Source: an optimization exercise on an open RTL-to-GDS flow (aim: small area, a short achievable clock period and few clock cycles per item). Production flows keep margins and buffers that such runs may drop.
The RTL was checked by simulation tests, not by an equivalence proof against the original design.

main:
==> flow/design.v (excerpt) <==
module rvfpm (
  input  wire         uin_rvfpm,
  input  wire         arst_n,
  input  wire         issue_req,
  output logic        issue_ack,
  input  wire  [3:0]  issue_op,
  input  wire  [3:0]  issue_id,
  input  wire  [4:0]  issue_rd,
  input  wire  [4:0]  issue_rs1,
  input  wire  [4:0]  issue_rs2,
  input  wire  [31:0] issue_int_operand,
  output logic        result_req,
  input  wire         result_ack,
  output logic [3:0]  result_id,
  output logic [4:0]  result_rd,
  output logic        result_fp_write,
  output logic [31:0] result_data
);
For scale: ~3,200 cells after synthesis, roughly 1,200 flip-flops, about 100 I/O pins.
==> flow/config.mk <==
export PLATFORM = sky130hd
export DESIGN_NAME = rvfpm
export DESIGN_NICKNAME = rvfpm
export VERILOG_FILES = /design/flow/design.v
export SDC_FILE = /design/flow/constraint.sdc
export NUM_CORES = 4
export LEC_CHECK = 0
export CAP_MARGIN = 20
export CORE_MARGIN = 2
export CORE_UTILIZATION = 60
export CTS_CLUSTER_DIAMETER = 100
export CTS_CLUSTER_SIZE = 25
export SETUP_SLACK_MARGIN = 3.4
export SLEW_MARGIN = 20
==> flow/constraint.sdc <==
create_clock -name core_clock -period 6.0 [get_ports {uin_rvfpm}]
set_input_delay 1.2000 -clock core_clock [delete_from_list [all_inputs] [get_ports {uin_rvfpm}]]
set_output_delay 1.2000 -clock core_clock [all_outputs]
set_load 0.01 [all_outputs]
standard.sh (not shown) runs the stock make flow with config.mk's settings and CLKGATE_MAP_FILE= SYNTH_SCRIPT=/design/flow/synth_recipe.tcl, a recipe that flattens the netlist after the stock synthesis.
==> flow/flow/run.sh <==
#!/bin/bash
# Layout flow: the standard ORFS flow (standard.sh) with
#  - a delay-driven ABC script in synthesis (synth_wrap.tcl),
#  - plain buf_1 port buffers (resized by timing repair) instead of the default delay cells,
#  - cell resizing not limited to the same footprint.
# Each tool's log stays under orfs/logs/; make's output goes to
# standard.log in this folder.
set -uo pipefail
HERE=$(pwd)
sed -e "s#@ABC_SCRIPT@#$HERE/flow/abc_delay.script#" \
    -e "s#@FLOW_SYNTH@#$HERE/synth_recipe.tcl#" \
    flow/synth_wrap.tcl > synth_wrap.tcl
bash standard.sh SYNTH_SCRIPT="$HERE/synth_wrap.tcl" MATCH_CELL_FOOTPRINT=0 \
  BUFFER_PORTS_ARGS="-buffer_cell sky130_fd_sc_hd__buf_1" finish > standard.log 2>&1
==> flow/flow/abc_delay.script <==
strash
balance
dc2
dch -f
map -D 1000
topo
buffer -c
upsize -c -D 1000
dnsize -c -D 1000
stime -c
==> flow/flow/synth_wrap.tcl <==
# Synthesis wrapper: the standard flow's synthesis script unchanged, except that
# the ABC mapping step runs a delay-driven script (abc_delay.script)
# in place of ORFS's default one. Flip-flops are mapped before ABC,
# so the registers are those of the standard synthesis.
proc abc {args} {
  set i [lsearch $args -script]
  set args [lreplace $args [expr {$i + 1}] [expr {$i + 1}] @ABC_SCRIPT@]
  yosys abc {*}$args
}
source @FLOW_SYNTH@
Testbench counts of main, summed over its fixed seeds: cycles 24,024, items 12,000.
Input changes introduced in the feature branch (baseline for comparison: main):
--- a/flow/design.v
+++ b/flow/design.v
@@ -120,18 +120,13 @@
   input  wire         f_wa,
   input  wire         f_wb,
   input  wire         f_mm,
   input  wire         f_min,
   input  wire  [31:0] a,
   input  wire  [31:0] b,
-  output logic [31:0] word_hi_ne,
-  output logic [31:0] word_lo_ne,
-  output logic [31:0] word_eq,
-  output logic        sel_hi,
-  output logic        sel_lo,
-  output logic        sel_eq,
+  output logic [31:0] data,
   output logic        fp_write
 );
   logic a_nan;
   logic b_nan;
   logic a_zero;
   logic b_zero;
@@ -153,12 +148,15 @@
   logic selb_hi;
   logic sela_lo;
   logic selb_lo;
   logic sign_hi;
   logic sign_lo;
   logic a_below_b;
+  logic [31:0] word_lt;
+  logic [31:0] word_gt;
+  logic [31:0] word_eq;
   logic [9:0] class_mask;
   assign a_nan     = (a[30:23] == 8'hff) && (a[22:0] != '0);
   assign b_nan     = (b[30:23] == 8'hff) && (b[22:0] != '0);
   assign a_zero    = (a[30:0] == '0);
   assign b_zero    = (b[30:0] == '0);
   assign a_inf     = (a[30:23] == 8'hff) && (a[22:0] == '0);
@@ -262,19 +260,18 @@
         bit0_lo_ne = word_lo[0];
         bit0_hi_eq = word_hi[0];
         bit0_lo_eq = word_lo[0];
       end
     endcase
   end
+  assign word_lt = ~b[31]            ? {word_hi[31:1], bit0_hi_ne} : {word_lo[31:1], bit0_lo_ne};
+  assign word_gt = a[31]             ? {word_hi[31:1], bit0_hi_ne} : {word_lo[31:1], bit0_lo_ne};
+  assign word_eq = (a[31] & ~b[31])  ? {word_hi[31:1], bit0_hi_eq} : {word_lo[31:1], bit0_lo_eq};
   assign a_below_b = (a[31] & ~b[31]) | (a[31] & b[31] & mag_gt) | (~a[31] & ~b[31] & mag_lt);
-  assign word_hi_ne = {word_hi[31:1], bit0_hi_ne};
-  assign word_lo_ne = {word_lo[31:1], bit0_lo_ne};
-  assign word_eq    = (a[31] & ~b[31]) ? {word_hi[31:1], bit0_hi_eq} : {word_lo[31:1], bit0_lo_eq};
-  assign sel_hi = (mag_lt | mag_gt) & a_below_b;
-  assign sel_lo = (mag_lt | mag_gt) & ~a_below_b;
-  assign sel_eq = ~mag_lt & ~mag_gt;
+  assign data = (mag_lt | mag_gt) ? (a_below_b ? {word_hi[31:1], bit0_hi_ne} : {word_lo[31:1], bit0_lo_ne})
+                                  : word_eq;
   assign fp_write = (op <= 4'd4) || (op == 4'd9);
 endmodule
 `default_nettype wire
 `timescale 1ns/1ns
 `default_nettype none
 module rvfpm (
@@ -335,18 +332,13 @@
   logic [31:0] rsel_d;
   logic [31:0] rdata;
   logic        a_ld;
   logic        a_fix;
   logic        a_hold;
   logic        b_ld;
-  logic [31:0] ex_hi;
-  logic [31:0] ex_lo;
-  logic [31:0] ex_eq;
-  logic        ex_sel_hi;
-  logic        ex_sel_lo;
-  logic        ex_sel_eq;
+  logic [31:0] ex_data;
   logic        ex_fpw;
   assign e_done = e_v_q & ~r_full_q;
   assign e_free = ~e_v_q | e_done;
   assign i_adv  = i_v_q & ~i_ph1_q & e_free;
   assign i_free = ~i_v_q | i_ph1_q;
   assign r_full_d = (r_full_q & ~(result_req & result_ack)) | e_done;
@@ -420,17 +412,16 @@
       e_wb_q  <= (i_op_q == 4'd9);
       e_mm_q  <= (i_op_q == 4'd3) || (i_op_q == 4'd4);
       e_min_q <= (i_op_q == 4'd3);
       e_id_q <= i_id_q;
       e_rd_q <= i_rd_q;
     end
-    r_data_q <= ({32{e_done & ex_sel_hi}} & ex_hi) | ({32{e_done & ex_sel_lo}} & ex_lo) |
-                ({32{e_done & ex_sel_eq}} & ex_eq) | ({32{~e_done}} & r_data_q);
     if (e_done) begin
       r_id_q   <= e_id_q;
       r_rd_q   <= e_rd_q;
+      r_data_q <= ex_data;
     end
   end
   fp_regfile i_fp_regfile (
     .uin_rvfpm    (uin_rvfpm),
     .arst_n       (arst_n),
     .we           (rf_we_q),
@@ -444,18 +435,13 @@
     .f_wa     (e_wa_q),
     .f_wb     (e_wb_q),
     .f_mm     (e_mm_q),
     .f_min    (e_min_q),
     .a        (a_q),
     .b        (b_q),
-    .word_hi_ne (ex_hi),
-    .word_lo_ne (ex_lo),
-    .word_eq    (ex_eq),
-    .sel_hi     (ex_sel_hi),
-    .sel_lo     (ex_sel_lo),
-    .sel_eq     (ex_sel_eq),
+    .data     (ex_data),
     .fp_write (ex_fpw)
   );
   assign result_id       = r_id_q;
   assign result_rd       = r_rd_q;
   assign result_fp_write = r_fpw_q;
   assign result_data     = r_data_q;
--- outcome ---
Against main, the feature branch comes in 7 higher on buffers inserted during post-CTS setup optimization.
Total core area ends up higher on main.
Cell with the largest stage delay on the worst path = sky130_fd_sc_hd__a2111oi_0: main; cell with the largest stage delay on the worst path = sky130_fd_sc_hd__dfxtp_4: the feature branch
Of main and the feature branch, the run reporting the lower met1 track utilization from global routing was the feature branch.
Re routed via count: main was higher than the feature branch.
The feature branch vs. main: effective utilization at floorplan -0.17 points; wire length -about 3.4%.
As of the feature branch, clock-buffer cell count had fallen by a few percent compared to main.
Compared with main, the feature branch ends up with a smaller final cell area.
Testbench counts of the feature branch, summed over its fixed seeds: cycles 24,024, items 12,000.

-- separate check: timing with driven ports --
How much do the figures lean on ideal ports? The routed layouts below were timed once more, with nothing changed but the port constraints.
Step 1 assumes that a clkbuf_16 drives the clock port and a buf_2 every other input.
Step 2 moves the port delays by t, midway between the first and last clock arrival at a register: inputs arrive t later, outputs are due t later. That takes back most of the time a late clock gives input paths.
a / b / c = ideal / step 1 / step 2; a / b = the first two.
run	t (ns)	setup WS [ns]	hold slack, ns	slew at the worst register clock pin (ns)	worst slew at a driven data input, ns
main	0.738	3.404 / 3.368 / 3.404	0.431 / 0.431 / 0.431	0.11 / 0.11	0.08
the feature branch	0.746	3.372 / 3.348 / 3.372	0.429 / 0.429 / 0.429	0.10 / 0.10	0.04
After both steps setup and hold are still met in every run listed.
